What follows belongs to an exercise in optimizing a design on an open flow for small area and a short achievable clock period; a production flow would make more cautious choices. Only simulation tests tie the RTL to the original design; equivalence was not proved. Power and IR drop assume default switching activity.

$ cat flow/flow/extra.txt
BUFFER_PORTS_ARGS=-buffer_cell sky130_fd_sc_hd__buf_2
$ cat flow/constraint.sdc
create_clock -name core_clock -period 12.0 [get_ports {sys_clk}]
set_input_delay 2.4000 -clock core_clock [delete_from_list [all_inputs] [get_ports {sys_clk}]]
set_output_delay 2.4000 -clock core_clock [all_outputs]
set_load 0.01 [all_outputs]
$ cat flow/standard.sh
#!/bin/bash
# synth_recipe.tcl (not shown) runs the flow's synth.tcl, then flattens the netlist and writes it again
# the make line also repeats each setting of config.mk as NAME=value (left out here)
make -C /OpenROAD-flow-scripts/flow DESIGN_CONFIG=/design/flow/config.mk WORK_HOME=/design/flow/orfs CLKGATE_MAP_FILE= SYNTH_SCRIPT=/design/flow/synth_recipe.tcl "${@:-finish}"
$ cat flow/flow/run.sh
#!/bin/bash
# Own layout flow: the standard layout (standard.sh, unchanged synthesis),
# with repair_timing asked for a larger setup margin so that it optimises the
# paths below the 12 ns constraint as well, and a flatter clock tree without
# dummy loads. flow/extra.txt holds further make variables, one per line.
# Full output of the ORFS run goes to standard.log here; ORFS also keeps each
# step's log under orfs/logs/.
set -euo pipefail
MARGIN=$(cat flow/margin.txt)
CTS="-sink_clustering_enable -repair_clock_nets -dont_use_dummy_load $(cat flow/cts.txt)"
EXTRA=()
if [[ -f flow/extra.txt ]]; then
	while IFS= read -r line; do
		[[ -n "$line" ]] && EXTRA+=("$line")
	done < flow/extra.txt
fi
bash standard.sh SETUP_SLACK_MARGIN="$MARGIN" "CTS_ARGS=$CTS" "${EXTRA[@]}" finish > standard.log 2>&1
$ cat flow/flow/cts.txt
-sink_clustering_size 30 -sink_clustering_max_diameter 100
$ cat flow/flow/margin.txt
8.7
$ cat flow/config.mk
export PLATFORM = sky130hd
export DESIGN_NAME = frame_gen_top
export DESIGN_NICKNAME = frame_gen_top
export VERILOG_FILES = /design/flow/design.v
export SDC_FILE = /design/flow/constraint.sdc
export NUM_CORES = 4
export LEC_CHECK = 0
export CAP_MARGIN = 20
export CORE_MARGIN = 2
export CORE_UTILIZATION = 60
export SLEW_MARGIN = 20
export SYNTH_HIERARCHICAL = 1
export TNS_END_PERCENT = 0
$ cat flow/design.v
`default_nettype none
package frame_gen_pkg;
	typedef logic [47:0] mac_addr_t;
	typedef logic [31:0] ip_addr_t;
	typedef logic [15:0] udp_port_t;
	typedef logic [2:0]  cfg_addr_t;
	typedef logic [31:0] cfg_word_t;
	typedef enum logic [1:0] {
		KIND_UDP  = 2'd0,
		KIND_ARP  = 2'd1,
		KIND_ICMP = 2'd2
	} frame_kind_t;
	typedef struct packed {
		logic      enable;
		mac_addr_t local_mac;
		ip_addr_t  local_ip;
		mac_addr_t peer_mac;
		ip_addr_t  peer_ip;
		udp_port_t src_port;
		udp_port_t dst_port;
	} frame_cfg_t;
	typedef struct packed {
		logic [7:0] data;
		logic       last;
	} stream_beat_t;
	localparam cfg_addr_t REG_CTRL         = 3'd0;  
	localparam cfg_addr_t REG_LOCAL_MAC_HI = 3'd1;
	localparam cfg_addr_t REG_LOCAL_MAC_LO = 3'd2;
	localparam cfg_addr_t REG_LOCAL_IP     = 3'd3;
	localparam cfg_addr_t REG_PEER_MAC_HI  = 3'd4;
	localparam cfg_addr_t REG_PEER_MAC_LO  = 3'd5;
	localparam cfg_addr_t REG_PEER_IP      = 3'd6;
	localparam cfg_addr_t REG_PORTS        = 3'd7;  
	localparam mac_addr_t DEF_LOCAL_MAC = 48'h0024_7EDF_CA5E;
	localparam ip_addr_t  DEF_LOCAL_IP  = {8'd192, 8'd168, 8'd0, 8'd119};
	localparam mac_addr_t DEF_PEER_MAC  = 48'h00D0_0800_0002;
	localparam ip_addr_t  DEF_PEER_IP   = {8'd192, 8'd168, 8'd0, 8'd110};
	localparam udp_port_t DEF_PORT      = 16'd8080;
	localparam logic [15:0] ETH_TYPE_IPV4  = 16'h0800;
	localparam logic [15:0] ETH_TYPE_ARP   = 16'h0806;
	localparam logic [15:0] ARP_OP_REQUEST = 16'h0001;
	localparam logic [7:0]  IP_PROTO_UDP   = 8'd17;
	localparam logic [7:0]  IP_PROTO_ICMP  = 8'd1;
	localparam logic [7:0]  IP_TTL         = 8'h80;
	localparam logic [31:0]  UDP_FLAG_WORD = 32'hE1EC_0C0D;
	localparam logic [127:0] UDP_PAYLOAD   = 128'h1234_5611_1134_5678_1234_5678_AABB_CCDD;
	localparam logic [15:0]  ICMP_ID       = 16'h0001;
	localparam logic [15:0]  ICMP_SEQ      = 16'h0005;
	localparam logic [255:0] ICMP_PAYLOAD  =
		256'h6162_6364_6566_6768_696a_6b6c_6d6e_6f70_7172_7374_7576_7761_6263_6465_6667_6869;
	localparam int ETH_HDR_BYTES   = 14;
	localparam int IP_HDR_BYTES    = 20;
	localparam int ARP_BYTES       = 42;
	localparam int ICMP_BYTES      = 74;
	localparam int UDP_BYTES       = 62;
	localparam int MIN_FRAME_BYTES = 60;
	localparam int FCS_BYTES       = 4;
	localparam int MAX_BODY_BYTES  = ICMP_BYTES;
	localparam int BYTE_IDX_W      = $clog2(MAX_BODY_BYTES);
	localparam int FRAMES_PER_KIND   = 5;
	localparam int FRAME_CNT_W       = $clog2(FRAMES_PER_KIND);
	localparam int GAP_CYCLES        = 16;
	localparam int GAP_CNT_W         = $clog2(GAP_CYCLES);
	localparam logic [31:0] CRC_POLY = 32'hEDB8_8320;
	function automatic int padded_len(input int n);
		int r;
		if (n < MIN_FRAME_BYTES)
			r = MIN_FRAME_BYTES;
		else
			r = n;
		padded_len = r;
	endfunction
endpackage
`default_nettype wire
`timescale 1ns/1ps
`default_nettype none
module frame_cfg_wr (
	input  logic       sys_rst,
	input  logic       cfg_we,
	input  frame_gen_pkg::cfg_addr_t  cfg_addr,
	input  frame_gen_pkg::cfg_word_t  cfg_wdata,
	output logic [7:0]  we0,
	output logic [7:0]  we1,
	output logic [7:0]  hold,
	output logic [31:0] d_one
);
	always_comb
		for (int a = 0; a < 8; a++) begin
			we0[a]  = !sys_rst && cfg_we && (cfg_addr == 3'(a));
			we1[a]  = sys_rst || (cfg_we && (cfg_addr == 3'(a)));
			hold[a] = !we1[a];
		end
	assign d_one = sys_rst ? 32'hFFFF_FFFF : cfg_wdata;
endmodule
module frame_cfg_regs (
	input  logic       sys_clk,
	input  logic       sys_rst,
	input  logic       cfg_we,
	input  frame_gen_pkg::cfg_addr_t  cfg_addr,
	input  frame_gen_pkg::cfg_word_t  cfg_wdata,
	output frame_gen_pkg::frame_cfg_t cfg
);
	logic [7:0]  we0;
	logic [7:0]  we1;
	logic [7:0]  hold;
	logic [31:0] d_one;
	frame_cfg_wr u_wr (
		.sys_rst   (sys_rst),
		.cfg_we    (cfg_we),
		.cfg_addr  (cfg_addr),
		.cfg_wdata (cfg_wdata),
		.we0       (we0),
		.we1       (we1),
		.hold      (hold),
		.d_one     (d_one)
	);
	function automatic logic [31:0] upd(input int a, input logic [31:0] def, input logic [31:0] q);
		upd = ({32{we0[a]}} & ~def & cfg_wdata) | ({32{we1[a]}} & def & d_one) | ({32{hold[a]}} & q);
	endfunction
	always_ff @(posedge sys_clk) begin
		cfg.enable           <= 1'(upd(frame_gen_pkg::REG_CTRL, 32'h0, 32'(cfg.enable)));
		cfg.local_mac[47:32] <= 16'(upd(frame_gen_pkg::REG_LOCAL_MAC_HI, 32'(frame_gen_pkg::DEF_LOCAL_MAC[47:32]),
			32'(cfg.local_mac[47:32])));
		cfg.local_mac[31:0]  <= upd(frame_gen_pkg::REG_LOCAL_MAC_LO, frame_gen_pkg::DEF_LOCAL_MAC[31:0], cfg.local_mac[31:0]);
		cfg.local_ip         <= upd(frame_gen_pkg::REG_LOCAL_IP, frame_gen_pkg::DEF_LOCAL_IP, cfg.local_ip);
		cfg.peer_mac[47:32]  <= 16'(upd(frame_gen_pkg::REG_PEER_MAC_HI, 32'(frame_gen_pkg::DEF_PEER_MAC[47:32]),
			32'(cfg.peer_mac[47:32])));
		cfg.peer_mac[31:0]   <= upd(frame_gen_pkg::REG_PEER_MAC_LO, frame_gen_pkg::DEF_PEER_MAC[31:0], cfg.peer_mac[31:0]);
		cfg.peer_ip          <= upd(frame_gen_pkg::REG_PEER_IP, frame_gen_pkg::DEF_PEER_IP, cfg.peer_ip);
		{cfg.src_port, cfg.dst_port} <= upd(frame_gen_pkg::REG_PORTS,
			{frame_gen_pkg::DEF_PORT, frame_gen_pkg::DEF_PORT}, {cfg.src_port, cfg.dst_port});
	end
endmodule
module frame_reg #(
	parameter int W = 8
) (
	input  logic         sys_clk,
	input  logic         load,
	input  logic         keep,
	input  logic [W-1:0] d,
	output logic [W-1:0] q
);
	always_ff @(posedge sys_clk)
		q <= ({W{load}} & d) | ({W{keep}} & q);
endmodule
module frame_reg2 #(
	parameter int W = 8
) (
	input  logic         sys_clk,
	input  logic         load_a,
	input  logic [W-1:0] d_a,
	input  logic         load_b,
	input  logic [W-1:0] d_b,
	input  logic         keep,
	output logic [W-1:0] q
);
	always_ff @(posedge sys_clk)
		q <= ({W{load_a}} & d_a) | ({W{load_b}} & d_b) | ({W{keep}} & q);
endmodule
`default_nettype wire
`timescale 1ns/1ps
`default_nettype none
module frame_byte_dec (
	input  frame_gen_pkg::frame_kind_t kind,
	input  logic [6:0]  idx,
	output logic [24:0] sel,
	output logic [7:0]  cbyte
);
	logic [7:0] lo;   
	logic [9:0] hi;   
	logic k_udp, k_arp, k_icmp, k_ip;
	assign k_arp  = (kind == frame_gen_pkg::KIND_ARP);
	assign k_icmp = (kind == frame_gen_pkg::KIND_ICMP);
	assign k_udp  = !k_arp && !k_icmp;
	assign k_ip   = !k_arp;
	always_comb begin
		for (int i = 0; i < 8; i++)
			lo[i] = (idx[2:0] == 3'(i));
		for (int i = 0; i < 10; i++)
			hi[i] = (idx[6:3] == 4'(i));
	end
	assign sel[0] = (k_ip && hi[0] && lo[1]);  
	assign sel[1] = (k_ip && hi[0] && lo[2]);  
	assign sel[2] = (k_ip && hi[0] && lo[3]);  
	assign sel[3] = (k_ip && hi[0] && lo[4]);  
	assign sel[4] = (k_ip && hi[0] && lo[5]);  
	assign sel[5] = (k_arp && hi[2] && lo[6]) || (hi[0] && lo[6]);  
	assign sel[6] = (k_arp && hi[2] && lo[7]) || (hi[0] && lo[7]);  
	assign sel[7] = (k_arp && hi[3] && lo[0]) || (hi[1] && lo[0]);  
	assign sel[8] = (k_arp && hi[3] && lo[1]) || (hi[1] && lo[1]);  
	assign sel[9] = (k_arp && hi[3] && lo[2]) || (hi[1] && lo[2]);  
	assign sel[10] = (k_arp && hi[3] && lo[3]) || (hi[1] && lo[3]);  
	assign sel[11] = (k_arp && hi[3] && lo[4]) || (k_ip && hi[3] && lo[2]);  
	assign sel[12] = (k_arp && hi[3] && lo[5]) || (k_ip && hi[3] && lo[3]);  
	assign sel[13] = (k_arp && hi[3] && lo[6]) || (k_ip && hi[3] && lo[4]);  
	assign sel[14] = (k_arp && hi[3] && lo[7]) || (k_ip && hi[3] && lo[5]);  
	assign sel[15] = (k_arp && hi[4] && lo[6]) || (k_ip && hi[3] && lo[6]);  
	assign sel[16] = (k_arp && hi[4] && lo[7]) || (k_ip && hi[3] && lo[7]);  
	assign sel[17] = (k_arp && hi[5] && lo[0]) || (k_ip && hi[4] && lo[0]);  
	assign sel[18] = (k_arp && hi[5] && lo[1]) || (k_ip && hi[4] && lo[1]);  
	assign sel[19] = (k_udp && hi[4] && lo[2]);  
	assign sel[20] = (k_udp && hi[4] && lo[3]);  
	assign sel[21] = (k_udp && hi[4] && lo[4]);  
	assign sel[22] = (k_udp && hi[4] && lo[5]);  
	assign sel[23] = (k_ip && hi[3] && lo[0]);  
	assign sel[24] = (k_ip && hi[3] && lo[1]);  
	assign cbyte[0] = (k_arp && hi[0] && (lo[1] || lo[2] || lo[3] || lo[4] || lo[5])) || (k_arp && hi[1] && lo[7]) || (k_arp && hi[2] && lo[5]) || (k_icmp && hi[4] && (lo[4] || lo[7])) || (k_icmp && hi[5] && (lo[1] || lo[4] || lo[6])) || (k_icmp && hi[6] && (lo[0] || lo[4] || lo[6])) || (k_icmp && hi[7] && (lo[0] || lo[2] || lo[4] || lo[6])) || (k_icmp && hi[8] && (lo[0] || lo[1] || lo[3] || lo[5] || lo[7])) || (k_icmp && hi[9] && lo[1]) || (k_udp && hi[5] && lo[5]) || (k_udp && hi[6] && lo[1]) || (k_udp && hi[7] && (lo[3] || lo[5])) || (k_ip && hi[1] && lo[6]) || (k_ip && hi[2] && lo[7]) || (k_ip && hi[5] && lo[2]) || (k_ip && hi[6] && lo[2]);
	assign cbyte[1] = (k_arp && hi[0] && (lo[1] || lo[2] || lo[3] || lo[4] || lo[5])) || (k_arp && hi[1] && lo[5]) || (k_arp && hi[2] && lo[2]) || (k_icmp && hi[4] && lo[5]) || (k_icmp && hi[5] && (lo[3] || lo[4] || lo[7])) || (k_icmp && hi[6] && (lo[3] || lo[7])) || (k_icmp && hi[7] && (lo[4] || lo[7])) || (k_icmp && hi[8] && (lo[0] || lo[2] || lo[3] || lo[6] || lo[7])) || (k_udp && hi[5] && lo[6]) || (k_udp && hi[6] && lo[6]) || (k_udp && hi[7] && lo[2]) || (k_ip && hi[6] && (lo[0] || lo[4])) || (k_ip && hi[7] && (lo[0] || lo[3]));
	assign cbyte[2] = (k_arp && hi[0] && (lo[1] || lo[2] || lo[3] || lo[4] || lo[5])) || (k_arp && hi[1] && lo[5]) || (k_arp && hi[2] && (lo[2] || lo[3])) || (k_icmp && hi[2] && lo[1]) || (k_icmp && hi[4] && (lo[4] || lo[5])) || (k_icmp && hi[5] && (lo[1] || lo[6])) || (k_icmp && hi[6] && (lo[5] || lo[6])) || (k_icmp && hi[7] && (lo[6] || lo[7])) || (k_icmp && hi[8] && (lo[0] || lo[4] || lo[5] || lo[6] || lo[7])) || (k_udp && hi[4] && lo[7]) || (k_udp && hi[5] && (lo[3] || lo[4])) || (k_udp && hi[6] && (lo[3] || lo[4])) || (k_udp && hi[7] && lo[4]) || (k_ip && hi[1] && lo[6]) || (k_ip && hi[5] && (lo[5] || lo[7])) || (k_ip && hi[6] && (lo[0] || lo[7])) || (k_ip && hi[7] && (lo[0] || lo[5]));
	assign cbyte[3] = (k_arp && hi[0] && (lo[1] || lo[2] || lo[3] || lo[4] || lo[5])) || (k_arp && hi[2] && lo[0]) || (k_icmp && hi[2] && lo[1]) || (k_icmp && hi[4] && (lo[2] || lo[4])) || (k_icmp && hi[6] && (lo[1] || lo[2] || lo[3] || lo[4] || lo[6] || lo[7])) || (k_icmp && hi[7] && lo[0]) || (k_icmp && hi[9] && (lo[0] || lo[1])) || (k_udp && hi[4] && lo[7]) || (k_udp && hi[5] && (lo[3] || lo[4] || lo[5])) || (k_udp && hi[7] && (lo[1] || lo[2] || lo[3] || lo[4] || lo[5])) || (hi[1] && lo[4]) || (k_ip && hi[6] && lo[5]);
	assign cbyte[4] = (k_arp && hi[0] && (lo[1] || lo[2] || lo[3] || lo[4] || lo[5])) || (k_icmp && hi[4] && lo[5]) || (k_icmp && hi[7] && (lo[2] || lo[4] || lo[6] || lo[7])) || (k_icmp && hi[8] && lo[0]) || (k_udp && hi[2] && lo[7]) || (k_udp && hi[4] && lo[7]) || (k_udp && hi[5] && (lo[6] || lo[7])) || (k_udp && hi[6]) || (k_udp && hi[7] && lo[0]) || (k_ip && hi[2] && lo[1]) || (k_ip && hi[7] && (lo[1] || lo[3] || lo[5]));
	assign cbyte[5] = (k_arp && hi[0] && (lo[1] || lo[2] || lo[3] || lo[4] || lo[5])) || (k_icmp && hi[5] && (lo[4] || lo[5] || lo[6])) || (k_icmp && hi[6] && (lo[0] || lo[1] || lo[2] || lo[4] || lo[6])) || (k_icmp && hi[7] && (lo[0] || lo[4] || lo[5] || lo[6] || lo[7])) || (k_icmp && hi[8]) || (k_icmp && hi[9] && (lo[0] || lo[1])) || (k_ip && hi[2] && lo[1]) || (k_ip && hi[5] && (lo[2] || lo[3] || lo[7])) || (k_ip && hi[6] && (lo[3] || lo[5] || lo[7])) || (k_ip && hi[7] && (lo[1] || lo[2] || lo[3]));
	assign cbyte[6] = (k_arp && hi[0] && (lo[1] || lo[2] || lo[3] || lo[4] || lo[5])) || (k_icmp && hi[4] && (lo[4] || lo[5])) || (k_icmp && hi[5] && (lo[4] || lo[5] || lo[6] || lo[7])) || (k_icmp && hi[6] && (lo[1] || lo[2] || lo[3] || lo[6] || lo[7])) || (k_icmp && hi[7] && (lo[2] || lo[3] || lo[6] || lo[7])) || (k_icmp && hi[8]) || (k_icmp && hi[9] && (lo[0] || lo[1])) || (k_ip && hi[1] && lo[6]) || (k_ip && hi[2] && lo[4]) || (k_ip && hi[5] && (lo[2] || lo[3])) || (k_ip && hi[6] && (lo[0] || lo[4] || lo[5])) || (k_ip && hi[7] && (lo[0] || lo[1] || lo[4] || lo[5]));
	assign cbyte[7] = (k_arp && hi[0] && (lo[1] || lo[2] || lo[3] || lo[4] || lo[5])) || (k_udp && hi[5] && (lo[2] || lo[3])) || (k_udp && hi[7] && (lo[2] || lo[3] || lo[4] || lo[5])) || (k_ip && hi[2] && lo[6]);
endmodule
module frame_byte_sel (
	input  logic [24:0] sel,
	input  logic [7:0]  cbyte,
	input  frame_gen_pkg::mac_addr_t peer_mac,
	input  frame_gen_pkg::mac_addr_t local_mac,
	input  frame_gen_pkg::ip_addr_t  local_ip,
	input  frame_gen_pkg::ip_addr_t  peer_ip,
	input  frame_gen_pkg::udp_port_t src_port,
	input  frame_gen_pkg::udp_port_t dst_port,
	input  logic [15:0] ip_csum,
	output logic [7:0]  byte_out
);
	always_comb begin
		byte_out = cbyte;
		byte_out = byte_out | ({8{sel[0]}} & peer_mac[39:32]);
		byte_out = byte_out | ({8{sel[1]}} & peer_mac[31:24]);
		byte_out = byte_out | ({8{sel[2]}} & peer_mac[23:16]);
		byte_out = byte_out | ({8{sel[3]}} & peer_mac[15:8]);
		byte_out = byte_out | ({8{sel[4]}} & peer_mac[7:0]);
		byte_out = byte_out | ({8{sel[5]}} & local_mac[47:40]);
		byte_out = byte_out | ({8{sel[6]}} & local_mac[39:32]);
		byte_out = byte_out | ({8{sel[7]}} & local_mac[31:24]);
		byte_out = byte_out | ({8{sel[8]}} & local_mac[23:16]);
		byte_out = byte_out | ({8{sel[9]}} & local_mac[15:8]);
		byte_out = byte_out | ({8{sel[10]}} & local_mac[7:0]);
		byte_out = byte_out | ({8{sel[11]}} & local_ip[31:24]);
		byte_out = byte_out | ({8{sel[12]}} & local_ip[23:16]);
		byte_out = byte_out | ({8{sel[13]}} & local_ip[15:8]);
		byte_out = byte_out | ({8{sel[14]}} & local_ip[7:0]);
		byte_out = byte_out | ({8{sel[15]}} & peer_ip[31:24]);
		byte_out = byte_out | ({8{sel[16]}} & peer_ip[23:16]);
		byte_out = byte_out | ({8{sel[17]}} & peer_ip[15:8]);
		byte_out = byte_out | ({8{sel[18]}} & peer_ip[7:0]);
		byte_out = byte_out | ({8{sel[19]}} & src_port[15:8]);
		byte_out = byte_out | ({8{sel[20]}} & src_port[7:0]);
		byte_out = byte_out | ({8{sel[21]}} & dst_port[15:8]);
		byte_out = byte_out | ({8{sel[22]}} & dst_port[7:0]);
		byte_out = byte_out | ({8{sel[23]}} & ip_csum[15:8]);
		byte_out = byte_out | ({8{sel[24]}} & ip_csum[7:0]);
	end
endmodule
`default_nettype wire
`timescale 1ns/1ps
`default_nettype none
module fcs_crc_step (
	input  logic [31:0] cinv,
	input  logic [7:0]  x,
	output logic [31:0] cinv_next
);
	function automatic logic [31:0] crc_tab(input logic [7:0] v);
		logic [31:0] r;
		r = {24'h0, v};
		for (int b = 0; b < 8; b++)
			r = r[0] ? ((r >> 1) ^ frame_gen_pkg::CRC_POLY) : (r >> 1);
		crc_tab = r;
	endfunction
	assign cinv_next = {8'hFF, cinv[31:8]} ^ crc_tab(x);
endmodule
`default_nettype wire
`timescale 1ns/1ps
`default_nettype none
module frame_gen_top (
	input  logic         sys_clk,
	input  logic         sys_rst,
	input  logic         cfg_we,
	input  frame_gen_pkg::cfg_addr_t    cfg_addr,
	input  frame_gen_pkg::cfg_word_t    cfg_wdata,
	output frame_gen_pkg::stream_beat_t tx_beat,
	output logic         tx_valid,
	input  logic         tx_ready
);
	frame_gen_pkg::frame_cfg_t  cfg;
	logic [6:0] nidx;      
	logic       fcs;       
	logic       is_last;   
	logic       xfer;      
	logic       body_adv;  
	frame_cfg_regs u_cfg_regs (
		.sys_clk   (sys_clk),
		.sys_rst   (sys_rst),
		.cfg_we    (cfg_we),
		.cfg_addr  (cfg_addr),
		.cfg_wdata (cfg_wdata),
		.cfg       (cfg)
	);
	logic       frame_start;
	logic       frame_done;
	logic       valid;      
	logic       busy;       
	logic       gap_done;
	logic [3:0] gap_cnt;
	logic [2:0] frame_cnt;
	frame_gen_pkg::frame_kind_t frame_kind;
	frame_gen_pkg::frame_kind_t next_kind;
	assign busy     = frame_start || valid || frame_done;
	assign gap_done = !busy && cfg.enable && (gap_cnt == 4'd15);
	always_ff @(posedge sys_clk) begin
		if (sys_rst) begin
			gap_cnt     <= '0;
			frame_start <= 1'b0;
		end else begin
			frame_start <= gap_done;
			if (busy || !cfg.enable || gap_done)
				gap_cnt <= '0;
			else
				gap_cnt <= gap_cnt + 1'b1;
		end
	end
	always_comb begin
		case (frame_kind)
			frame_gen_pkg::KIND_UDP: next_kind = frame_gen_pkg::KIND_ARP;
			frame_gen_pkg::KIND_ARP: next_kind = frame_gen_pkg::KIND_ICMP;
			default:  next_kind = frame_gen_pkg::KIND_UDP;
		endcase
	end
	always_ff @(posedge sys_clk) begin
		if (sys_rst) begin
			frame_kind <= frame_gen_pkg::KIND_UDP;
			frame_cnt  <= '0;
		end else if (frame_done) begin
			if (frame_cnt == 3'd4) begin
				frame_cnt  <= '0;
				frame_kind <= next_kind;
			end else begin
				frame_cnt <= frame_cnt + 1'b1;
			end
		end
	end
	frame_gen_pkg::mac_addr_t s_local_mac;
	frame_gen_pkg::ip_addr_t  s_local_ip;
	logic [39:0]              s_peer_mac;  
	frame_gen_pkg::ip_addr_t  s_peer_ip;
	frame_gen_pkg::udp_port_t s_src_port;
	frame_gen_pkg::udp_port_t s_dst_port;
	logic                     snap_keep;
	assign snap_keep = !frame_start;
	frame_reg #(.W(48)) u_s_local_mac (.sys_clk(sys_clk), .load(frame_start), .keep(snap_keep), .d(cfg.local_mac),       .q(s_local_mac));
	frame_reg #(.W(32)) u_s_local_ip  (.sys_clk(sys_clk), .load(frame_start), .keep(snap_keep), .d(cfg.local_ip),        .q(s_local_ip));
	frame_reg2 #(.W(16)) u_s_peer_mac_hi (.sys_clk(sys_clk), .load_a(frame_start), .d_a(cfg.peer_mac[39:24]),
		.load_b(cs_run), .d_b(cs_d), .keep(pm_keep), .q(s_peer_mac[39:24]));
	frame_reg #(.W(24)) u_s_peer_mac_lo (.sys_clk(sys_clk), .load(frame_start), .keep(snap_keep), .d(cfg.peer_mac[23:0]),  .q(s_peer_mac[23:0]));
	frame_reg #(.W(32)) u_s_peer_ip   (.sys_clk(sys_clk), .load(frame_start), .keep(snap_keep), .d(cfg.peer_ip),         .q(s_peer_ip));
	frame_reg #(.W(16)) u_s_src_port  (.sys_clk(sys_clk), .load(frame_start), .keep(snap_keep), .d(cfg.src_port),        .q(s_src_port));
	frame_reg #(.W(16)) u_s_dst_port  (.sys_clk(sys_clk), .load(frame_start), .keep(snap_keep), .d(cfg.dst_port),        .q(s_dst_port));
	logic [15:0] cs_acc;
	logic        cs_c;
	logic [3:0]  cs_nib;
	logic [4:0]  cs_sum;
	logic [63:0] cs_words;
	logic [15:0] ip_csum;
	logic [15:0] cs_d;
	logic        cs_init;
	logic        cs_step;
	logic        cs_run;
	logic        pm_keep;
	assign cs_acc   = s_peer_mac[39:24];
	assign cs_init  = body_adv && (nidx == 7'd2);
	assign cs_step  = body_adv && (nidx >= 7'd3) && (nidx <= 7'd22);
	assign cs_run   = cs_init || cs_step;
	assign pm_keep  = !frame_start && !cs_run;
	assign cs_words = {s_peer_ip, s_local_ip};
	assign cs_nib   = (nidx >= 7'd19) ? 4'h0 : cs_words[nidx[3:0]*4 +: 4];
	assign cs_sum   = 5'(cs_acc[3:0]) + 5'(cs_nib) + 5'(cs_c);
	assign cs_d     = cs_init ? ((frame_kind == frame_gen_pkg::KIND_ICMP) ? 16'h53E0 : 16'h5420)
		: {cs_sum[3:0], cs_acc[15:4]};
	always_ff @(posedge sys_clk) begin
		if (cs_init)
			cs_c <= 1'b0;
		else if (cs_step)
			cs_c <= cs_sum[4];
	end
	assign ip_csum = ~{cs_acc[3:1], cs_acc[0] | cs_c, cs_acc[15:4]};
	logic [6:0]  last_idx;
	logic [24:0] nsel;
	logic [7:0]  nconst;
	logic [7:0]  nxt_byte;
	always_comb begin
		case (frame_kind)
			frame_gen_pkg::KIND_ARP:  last_idx = 7'd59;
			frame_gen_pkg::KIND_ICMP: last_idx = 7'd73;
			default:                  last_idx = 7'd61;
		endcase
	end
	frame_byte_dec u_byte_dec (
		.kind  (frame_kind),
		.idx   (nidx),
		.sel   (nsel),
		.cbyte (nconst)
	);
	frame_byte_sel u_byte_sel (
		.sel       (nsel),
		.cbyte     (nconst),
		.peer_mac  ({8'h00, s_peer_mac}),
		.local_mac (s_local_mac),
		.local_ip  (s_local_ip),
		.peer_ip   (s_peer_ip),
		.src_port  (s_src_port),
		.dst_port  (s_dst_port),
		.ip_csum   (ip_csum),
		.byte_out  (nxt_byte)
	);
	logic [7:0]  out_data;
	logic        out_last;
	logic [1:0]  fcs_cnt;
	logic [31:0] cinv;
	logic [7:0]  crc_x;
	logic [31:0] cinv_next;
	logic        crc_keep;
	assign xfer     = valid && tx_ready;
	assign body_adv = xfer && !fcs && !is_last;
	assign crc_x    = fcs ? 8'h00 : (~cinv[7:0] ^ out_data);
	assign crc_keep = !xfer && !frame_start;
	fcs_crc_step u_crc_step (.cinv(cinv), .x(crc_x), .cinv_next(cinv_next));
	frame_reg #(.W(32)) u_crc (.sys_clk(sys_clk), .load(xfer), .keep(crc_keep), .d(cinv_next), .q(cinv));
	always_ff @(posedge sys_clk) begin
		if (sys_rst) begin
			valid      <= 1'b0;
			out_last   <= 1'b0;
			frame_done <= 1'b0;
		end else begin
			frame_done <= xfer && out_last;
			if (frame_start) begin
				valid    <= 1'b1;
				out_last <= 1'b0;
			end else if (xfer) begin
				if (out_last)
					valid <= 1'b0;
				out_last <= fcs && (fcs_cnt == 2'd2);
			end
		end
	end
	always_ff @(posedge sys_clk) begin
		if (frame_start) begin
			fcs      <= 1'b0;
			is_last  <= 1'b0;
			nidx     <= 7'd1;
		end else if (xfer) begin
			if (fcs || is_last) begin
				fcs      <= 1'b1;
				fcs_cnt  <= is_last ? 2'd0 : fcs_cnt + 1'b1;
				is_last  <= 1'b0;
			end else begin
				nidx     <= nidx + 1'b1;
				is_last  <= (nidx == last_idx);
			end
		end
	end
	logic [7:0] out_d;
	logic       out_load;
	logic       out_keep;
	assign out_load = frame_start || xfer;
	assign out_keep = !out_load;
	assign out_d    = frame_start ? ((frame_kind == frame_gen_pkg::KIND_ARP) ? 8'hFF : cfg.peer_mac[47:40])
		: (fcs || is_last) ? cinv_next[7:0] : nxt_byte;
	frame_reg #(.W(8)) u_out_data (.sys_clk(sys_clk), .load(out_load), .keep(out_keep), .d(out_d), .q(out_data));
	assign tx_valid     = valid;
	assign tx_beat.data = out_data;
	assign tx_beat.last = out_last;
endmodule
`default_nettype wire
==> results of run 1 <==
per-layer routing:
layer  up-vias  global-route usage [%]
met4         2                   11.87
met1      7511                   51.65
met5         -                       0
met3       141                   4.786
li1       6634                       -
met2       896                   56.77
worst min path at each step:
stage	depth (start not counted)	from	slack, ps	endpoint
final	1	u_cfg_regs.cfg[141]	480	u_cfg_regs.cfg[141]
after global routing	1	u_s_local_mac.q[24]	500	u_s_local_mac.q[24]
after CTS	1	u_s_local_mac.q[1]	480	u_s_local_mac.q[1]
after detailed placement	1	u_cfg_regs.cfg[61]	450	u_cfg_regs.cfg[61]
after global placement	1	u_s_dst_port.q[4]	450	u_s_dst_port.q[4]
after floorplan	1	u_cfg_regs.cfg[95]	440	u_cfg_regs.cfg[95]
cells in the final DEF, fill, tap and decap left out, types with 20 or more instances in the layout:
master / n
o21ai_0: 23
a21oi_1: 37
or2_2: 32
clkbuf_16: 20
a22oi_1: 51
inv_1: 46
nand2_1: 37
dfxtp_1: 421
a22o_1: 409
xnor2_1: 33
nand3_1: 36
xor2_1: 22
nor2_1: 76
buf_2: 45
buf_4: 42
layout make-up:
cell class | instances | area, µm² | share of cell area (%)
multi-input combinational | 1103 | 9285 | 46.02
clock buffer | 18 | 450.4 | 2.233
inverter | 49 | 193.9 | 0.9612
timing repair buffer | 106 | 835.8 | 4.143
sequential | 442 | 8905 | 44.14
tap | 402 | 503.0 | 2.493
antenna | 1 | 2.502 | 0.01240
power by group through the flow:
stage | registers [mW] | clock network, mW | logic (mW)
detailed placement | 1.55 | 0 | 0.101
floorplan | 1.55 | 0 | 0.0606
global route | 1.52 | 0.776 | 0.112
CTS | 1.52 | 0.727 | 0.104
global placement | 1.55 | 0 | 0.0992
finish | 1.52 | 0.721 | 0.109
what timing repair did:
item                       4_1_cts  5_1_grt
gates cloned                     2        2
setup buffers                    8       15
setup endpoints to repair      226      215
resized for setup               32       57
hold buffers                     0        0
pin swaps                        2        2
registers in the layout, indices dropped and copies added (netlist names), 2 cells and up:
register	flops
frame_cnt	3
nidx	7
u_s_peer_mac_lo.q	24
frame_kind	2
u_s_local_ip.q	32
gap_cnt	4
u_s_dst_port.q	16
u_crc.q	32
u_out_data.q	8
u_s_peer_ip.q	32
u_cfg_regs.cfg	193
u_s_peer_mac_hi.q	16
u_s_src_port.q	16
fcs_cnt	2
u_s_local_mac.q	48
worst max-delay path: stages:
cell and delay [ps]:
buf_2 320, nor2b_1 180, a31oi_4 450, buf_6 370, a22o_1 190
metrics by stage:
stage	utilization (%)	area, µm²
2_1_floorplan	-	19280
3_3_place_gp	60.73	19160
3_5_place_dp	60.75	19170
4_1_cts	62.80	19820
5_1_grt	63.93	20170
6_report	63.94	20180
==> flow_metrics.tcl, run 1 <==
set metrics [dict create \
    outcome "timing/DRC/antenna clean" \
    ant_nets 0 \
    clk-insertion-delay-late_ps 550 \
    finalSetupViolations 0 \
    fillers 2553 \
    grt_pass1_wl_um 91830 \
    routed_wl_um 62710 \
    drc 0 \
    rsz0062_at_grt "yes" \
    yosys_warnings 18 \
    cp-start-kind "input pin" \
    fp.dieH_um 183.1 \
    reg2reg_from "nidx[3]" \
    final_nets 1775 \
    wire_per_inst_um 29.57 \
    critPathLaunch "cfg_addr[1]" \
    period_minus_slack_ps 3463 \
    worst_pin_slew_ps 1206 \
    drt-met1-wl_um 25990 \
    finalCritPeriodShare_pct 28.86 \
    sw_frac_of_total_pct 22.82 \
    core_area_um2 31560 \
    clock_tree.root_cell "clkbuf_16" \
    power_frac_clock_pct 30.7 \
    rrSetupSlack_ps 8570 \
    area_growth_pct 4.776 \
    cts_tree "built" \
    portBuffers 48 \
    num_rows 65 \
    synthCells 1763 \
    path_clk_slew_ps 110 \
    drtIter0Drc 2134 \
    wl_met3_um 6230 \
    viasPerCell 7.159 \
    skew_ps 38.84 \
    route.met2.wl_um 27940 \
    routabilityCongestion 0.9540 \
    synth_fp_nets 1818 \
    hold_viol_final 0 \
    p_per_area_nw_per_um2 116.3 \
    worst-setup-path-type "input pin to flip-flop" \
    setup_tns_ps 0 \
    die_w_um 183.1 \
    antenna_found_initial 2 \
    htreeDepth 1 \
    dp_slack_ps 7414 \
    dpl.hpwl_um 40090 \
    slew_violations 0 \
    endpoint_kind "flip-flop" \
    track_usage_pct 36.12 \
    die-area_um2 33540 \
    pwr-share-comb_pct 4.6 \
    placedCellCount 2074 \
    syn_area_um2 19260 \
    grt_pass1_vias 13836 \
    fin_total_pwr_mw 2.347 \
    hp-class "flip-flop to flip-flop" \
    grt.overflow.total 0 \
    p_int_mw 1.811 \
    required_ps 12480 \
    whs_ps 483.1 \
    cap_viol_max_count 0 \
    clock.fmax_mhz 288.8 \
    stdcell_count 2121 \
    endpoint "u_cfg_regs.cfg[81]" \
    crit_arrival_ps 3940 \
    slew-limit-headroom_pct 18.92 \
    layout_setup_ws_ps 8537 \
    dr.pass1.iters 10 \
    p_seq_share_pct 64.7 \
    cts_buffer_depth 3 \
    cts_sinks 442 \
    cp_max_fo 25 \
    p_switching_mw 0.5356 \
    ir_drop_mv 0.1625 \
    leakage_nw 8.231 \
    cts_buffers 18 \
    drive_above_1_share_pct 16.47 \
    grt_max_degree 109 \
    highest_layer "met5" \
    ioPinCount 49 \
    syn_area_per_cell_um2 10.92 \
    r2r_cells 11 \
    r2r-end "u_out_data.q[1]" \
    start_util_pct 61.02 \
    vias 15184 \
]
==> inputs of run 2 (changes only) <==
--- a/flow/config.mk
+++ b/flow/config.mk
@@ -7,7 +7,7 @@
 export LEC_CHECK = 0
 export CAP_MARGIN = 20
 export CORE_MARGIN = 2
-export CORE_UTILIZATION = 60
+export CORE_UTILIZATION = 55
 export SLEW_MARGIN = 20
 export SYNTH_HIERARCHICAL = 1
 export TNS_END_PERCENT = 0
==> run 2 against run 1 <==
  * Non-clock buffer count grew 21
  * Synthesized cell count is the same
  * Core utilization shrank 4.6 points
  * Sequential cell count is the same
  * Critical endpoint is now u_cfg_regs.cfg[37]
  * Worst hold slack lost 1.5 ps
  * Routed wire length grew 4.3%
  * First-iteration DRC count shrank 19%
  * Register-to-register slack is essentially flat
  * Clock-buffer cell count grew 1
  * Worst setup slack gained 12 ps
  * Largest cell class unchanged
  * Cell area grew 1.6%
  * Critical path depth shrank 1
  * Highest routed layer unchanged
  * Still clean on timing, DRC and antenna
==> flow_metrics.tcl, run 2 <==
set metrics [dict create \
    outcome "timing/DRC/antenna clean" \
    clock_tree.root_cell "clkbuf_16" \
    leakage_nw 8.374 \
    gr-usage-met1_pct 48.83 \
    skew_ps 70.54 \
    use_met2_pct 52.45 \
    hp-class "flip-flop to flip-flop" \
    worst-setup-path-type "input pin to flip-flop" \
    fillers 3037 \
    drtIter0Drc 1735 \
    stdcell_count 2196 \
    routed_wl_um 65430 \
    r2r-end "u_out_data.q[0]" \
    ant_nets 0 \
    vias 15129 \
    endpoint_kind "flip-flop" \
    whs_endpoint "u_cfg_regs.cfg[60]" \
    power_frac_clock_pct 31.3 \
    p_int_mw 1.828 \
    clk-insertion-delay-late_ps 540 \
    setup_tns_ps 0 \
    grt_max_degree 105 \
    drive_above_1_share_pct 17.88 \
    yosys_warnings 18 \
    rrSetupSlack_ps 8580 \
    num_rows 68 \
    routabilityCongestion 0.9218 \
    ioPinCount 49 \
    largest-register "u_cfg_regs.cfg" \
    rsz0062_at_grt "yes" \
    start_util_pct 55.74 \
    crit_arrival_ps 3920 \
    p_switching_mw 0.5501 \
    viasPerCell 6.889 \
    busiest_layer "met2" \
    min_from "u_cfg_regs.cfg[60]" \
    r2r_cells 10 \
    slew_violations 0 \
    die-area_um2 36520 \
    required_ps 12470 \
    cts_buffer_depth 3 \
    reg_top3 "u_cfg_regs.cfg x193, u_s_local_mac.q x48" \
    portBuffers 48 \
    cp_max_fo 11 \
    grt_use_met3_pct 6.646 \
    clock.fmax_mhz 289.7 \
    dr.pass1.iters 6 \
    syn_area_um2 19260 \
    cap_viol_max_count 0 \
    slew-limit-headroom_pct 20.53 \
    cts_tree "built" \
    wire_per_inst_um 29.79 \
    layout_common_cells "dfxtp_1 (421), a22o_1 (409), nor2_1 (78), buf_4 (65), a22oi_1 (51)" \
    cp-start-kind "input pin" \
    final_common_cell "dfxtp_1" \
    cts_buffers 19 \
    pwr-share-comb_pct 4.8 \
    period_minus_slack_ps 3451 \
    finalSetupViolations 0 \
    die_w_um 191.1 \
    critPathLaunch "cfg_addr[0]" \
    sw_frac_of_total_pct 23.13 \
    final_nets 1796 \
    hold_path_depth 1 \
    p_per_area_nw_per_um2 116.0 \
    antenna_found_initial 2 \
    cts_sinks 442 \
    finalCritPeriodShare_pct 28.76 \
    path_clk_slew_ps 110 \
    track_usage_pct 34.59 \
    ir_drop_mv 0.1267 \
    synth_fp_nets 1818 \
    dpl_cell_area_um2 19250 \
    syn_area_per_cell_um2 10.92 \
    p_seq_share_pct 63.8 \
    worst_pin_slew_ps 1188 \
    postCtsHoldBufs 0 \
    largest_reg_flops 193 \
    synthCells 1763 \
    grt_pass1_vias 13676 \
    final_cell_area_um2 20500 \
    htreeDepth 1 \
    grt_pass1_wl_um 93600 \
    placedCellCount 2131 \
    hold_viol_final 0 \
    dpl.hpwl_um 42220 \
    fp.dieH_um 191.1 \
    core_area_um2 34540 \
    drc 0 \
    area_growth_pct 6.478 \
    reg2reg_from "nidx[3]" \
    grt.overflow.total 0 \
]
## run 2: cell type report
cell class | count | area [µm²] | share of cell area (%)
multi-input cells | 1102 | 9320 | 45.46
flip-flops and latches | 442 | 8905 | 43.43
repair buffers | 127 | 1031 | 5.028
well taps | 455 | 569.3 | 2.777
clock buffers | 19 | 475.5 | 2.319
inverters | 49 | 197.7 | 0.9642
diodes | 2 | 5.005 | 0.02441
## run 2: through the flow
| stage | util (%) | setup slack, ps | hold slack [ps] | total power [mW] |
|---|---|---|---|---|
| global placement | 55.70 | 7470 | 452.3 | 1.652 |
| global route | 59.34 | 8541 | 496.7 | 2.436 |
| CTS | 57.71 | 8454 | 477.6 | 2.380 |
| finish | 59.36 | 8549 | 481.6 | 2.378 |
| detailed placement | 55.74 | 7430 | 453.7 | 1.654 |
| floorplan | - | 8348 | 438.8 | 1.606 |
## run 2: how the worst max path moves through the flow
stage | to | slack, ps | cells after the start
3_5_place_dp | u_cfg_regs.cfg[173] | 7430 | 4
3_3_place_gp | u_s_peer_mac_hi.q[14] | 7470 | 6
2_1_floorplan | u_s_peer_mac_hi.q[10] | 8350 | 7
6_report | u_cfg_regs.cfg[37] | 8550 | 4
4_1_cts | u_s_peer_mac_hi.q[10] | 8450 | 8
5_1_grt | tx_beat[0] | 8540 | 1
## run 2: routing by layer
metal,share of wire (%),vias up
met1,42,7527
met4,4.6,2
met5,0.015,-
met2,44,771
met3,9.4,154
li1,-,6675
## run 2: worst max-delay path, cell delays in order
cell and delay [ps]:
buf_2 200, nand2b_1 270, o21bai_2 770, a22o_1 260
## run 2: power by group through the flow
stage | sequential, mW | combinational, mW | clock [mW]
floorplan | 1.55 | 0.0606 | 0
global placement | 1.55 | 0.101 | 0
detailed placement | 1.55 | 0.103 | 0
CTS | 1.52 | 0.107 | 0.754
global route | 1.52 | 0.119 | 0.794
finish | 1.52 | 0.115 | 0.745
## run 2: timing repair
action | 4_1_cts | 5_1_grt
gates cloned | 1 | 3
resized for setup | 41 | 62
setup endpoints to repair | 230 | 259
pin swaps | 2 | 3
buffers inserted | 6 | 34
hold endpoints to repair | 0 | 0
==> inputs of run 3 (changes only) <==
==> flow/flow/cts.txt (replaced) <==
-sink_clustering_size 27 -sink_clustering_max_diameter 100
--- a/flow/config.mk
+++ b/flow/config.mk
@@ -7,7 +7,7 @@
 export LEC_CHECK = 0
 export CAP_MARGIN = 20
 export CORE_MARGIN = 2
-export CORE_UTILIZATION = 55
+export CORE_UTILIZATION = 60
 export SLEW_MARGIN = 20
 export SYNTH_HIERARCHICAL = 1
 export TNS_END_PERCENT = 0
==> run 3 against run 2 <==
  * Clock-buffer cell count up 1
  * Non-clock buffer count down 23
  * Synthesized cell count unchanged
  * Via count up 0.30%
  * Final cell count down 3.5%
  * Global-route usage up 1.6 points
  * Cell area down 1.3%
  * Highest routed layer unchanged
==> flow_metrics.tcl, run 3 <==
set metrics [dict create \
    clock.fmax_mhz 288.7 \
    ir_drop_mv 0.1008 \
    skew_ps 42.64 \
    clk-insertion-delay-late_ps 550 \
    worst_pin_slew_ps 1192 \
    endpoint "u_cfg_regs.cfg[76]" \
    diodes 0 \
    slew_violations 0 \
    die-area_um2 33540 \
    drc 0 \
    grt_max_degree 109 \
    layout_common_cells "dfxtp_1 (421), a22o_1 (409), nor2_1 (76), a22oi_1 (51), inv_1 (46)" \
    crit_slowest_cell "nor2b_1" \
    core_area_um2 31560 \
    worst-path-buf-inv 2 \
    num_rows 65 \
    syn_area_per_cell_um2 10.92 \
    endpoint_kind "flip-flop" \
    critPathLaunch "cfg_addr[0]" \
    dpl.hpwl_um 40090 \
    worst-setup-path-type "input pin to flip-flop" \
    ant_nets 0 \
    cp_top_family "buffers and inverters" \
    routabilityCongestion 0.9540 \
    yosys_warnings 18 \
    cts_sinks 442 \
    cts_buffer_depth 3 \
    drive_above_1_share_pct 16.65 \
    required_ps 12440 \
    cp-start-kind "input pin" \
    drtIter0Drc 2094 \
    r2r-end "u_out_data.q[1]" \
    track_usage_pct 36.16 \
    slew-limit-headroom_pct 19.85 \
    cp_slowest_stage_delay_ps 390 \
    rsz0062_at_grt "yes" \
    routed_wl_um 62850 \
    final_common_cell "dfxtp_1" \
    fp.dieH_um 183.1 \
    reg_top3 "u_cfg_regs.cfg x193, u_s_local_mac.q x48" \
    synthCells 1763 \
    outcome "timing/DRC/antenna clean" \
    portBuffers 48 \
    largest_reg_flops 193 \
    period_minus_slack_ps 3464 \
    largest-register "u_cfg_regs.cfg" \
    die_w_um 183.1 \
    dr.pass1.iters 8 \
    grt.overflow.total 0 \
    finalSetupViolations 0 \
    path_clk_slew_ps 100 \
    finish.utilization_pct 64.14 \
    syn_area_um2 19260 \
    rrSetupSlack_ps 8640 \
    grt_pass1_wl_um 91980 \
    reg2reg_from "nidx[3]" \
    path_depth 5 \
    leakage_nw 8.246 \
    clock_tree.root_cell "clkbuf_16" \
    finalCritPeriodShare_pct 28.86 \
    vias 15175 \
    area_growth_pct 5.107 \
    htreeDepth 1 \
    layout_setup_ws_ps 8536 \
    r2r_cells 11 \
    path_cells "buf_2, nor2b_1, a31oi_4, buf_6, a22o_1" \
    cap_viol_max_count 0 \
    synth_fp_nets 1818 \
    final_nets 1775 \
    viasPerCell 7.158 \
    dp_slack_ps 7414 \
    setup_tns_ps 0 \
    cp_max_fo 25 \
    hp-class "flip-flop to flip-flop" \
    crit_arrival_ps 3900 \
    postCtsHoldBufs 0 \
    fillers 2554 \
    grt_pass1_vias 13843 \
    cts_buffers 20 \
    antenna_found_initial 2 \
    start_util_pct 61.02 \
    p_per_area_nw_per_um2 117.9 \
    cts_tree "built" \
    ioPinCount 49 \
    wire_per_inst_um 29.65 \
    hold_viol_final 0 \
]
run 3: layer usage:
metal / up-vias / global-route usage [%] / routed length (µm)
li1: 6633 / - / -
met1: 7530 / 51.99 / 26270
met2: 870 / 56.77 / 28130
met3: 138 / 4.329 / 5909
met4: 4 / 12.03 / 2521
met5: - / 0 / 29
run 3: area by class of cell:
type	instances	area, µm²	share of cell area (%)
inverter	49	193.9	0.9582
sequential	442	8910	44.02
clock buffer	20	500.5	2.473
multi-input combinational	1103	9306	45.98
timing repair buffer	104	825.8	4.080
tap	402	503.0	2.485
run 3: what timing repair did:
action	4_1_cts	5_1_grt
hold endpoints to repair	0	0
pin swaps	2	2
gates resized for setup	39	58
cloned	2	2
setup endpoints to repair	226	215
setup buffers	5	16
run 3: worst min-delay path by stage:
stage | startpoint | end | cells after the start
after global placement | u_s_dst_port.q[4] | u_s_dst_port.q[4] | 1
after CTS | u_cfg_regs.cfg[57] | u_s_peer_ip.q[25] | 1
after global routing | u_cfg_regs.cfg[129] | u_s_local_ip.q[17] | 1
final | u_cfg_regs.cfg[57] | u_s_peer_ip.q[25] | 1
after detailed placement | u_cfg_regs.cfg[61] | u_cfg_regs.cfg[61] | 1
after floorplan | u_cfg_regs.cfg[95] | u_cfg_regs.cfg[95] | 1
run 3: power by group:
group | switching (mW) | internal, mW
logic | 0.0695 | 0.0391
registers | 0.0186 | 1.50
clock network | 0.459 | 0.301
run 3: stage by stage:
| step | cell area, µm² | instances | hold slack [ps] | power (mW) |
|---|---|---|---|---|
| 4_1_cts | 19860 | 2101 | 455.9 | 2.388 |
| 6_report | 20240 | 2120 | 459.2 | 2.386 |
| 3_5_place_dp | 19170 | 2074 | 454.4 | 1.652 |
| 3_3_place_gp | 19160 | 2074 | 452.0 | 1.650 |
| 5_1_grt | 20240 | 2120 | 466.1 | 2.446 |
| 2_1_floorplan | 19280 | 1763 | 438.8 | 1.606 |

==> what the ideal ports hide <==
Ports are ideal in the flow. The routed layouts listed here were re-timed in OpenROAD.
Step 1, drivers: a clkbuf_16 drives sys_clk and a buf_2 each remaining input, both assumed.
Step 2 times the ports against the registers' clock, not the clock port: input delays grow and output delays shrink by t, the midpoint of the rising clock arrivals with the driver on.
a / b / c = no drivers / after step 1 / after step 2; a / b = the first two.
run | shift t [ns] | setup slack, ns | latest minus earliest clock arrival (ns) | worst register clock-pin slew, ns | worst data-port slew with drivers (ns)
run 1 | 0.588 | 8.537 / 8.505 / 7.981 | 0.040 / 0.040 | 0.12 / 0.12 | 0.05
run 2 | 0.576 | 8.549 / 8.517 / 8.013 | 0.105 / 0.106 | 0.12 / 0.12 | 0.04
run 3 | 0.583 | 8.536 / 8.506 / 7.983 | 0.047 / 0.046 | 0.11 / 0.11 | 0.05
After both steps every run listed still meets setup and hold. The setup slack of run 1, which loses most, moves by -0.032 ns with the drivers and by -0.556 ns with both steps.
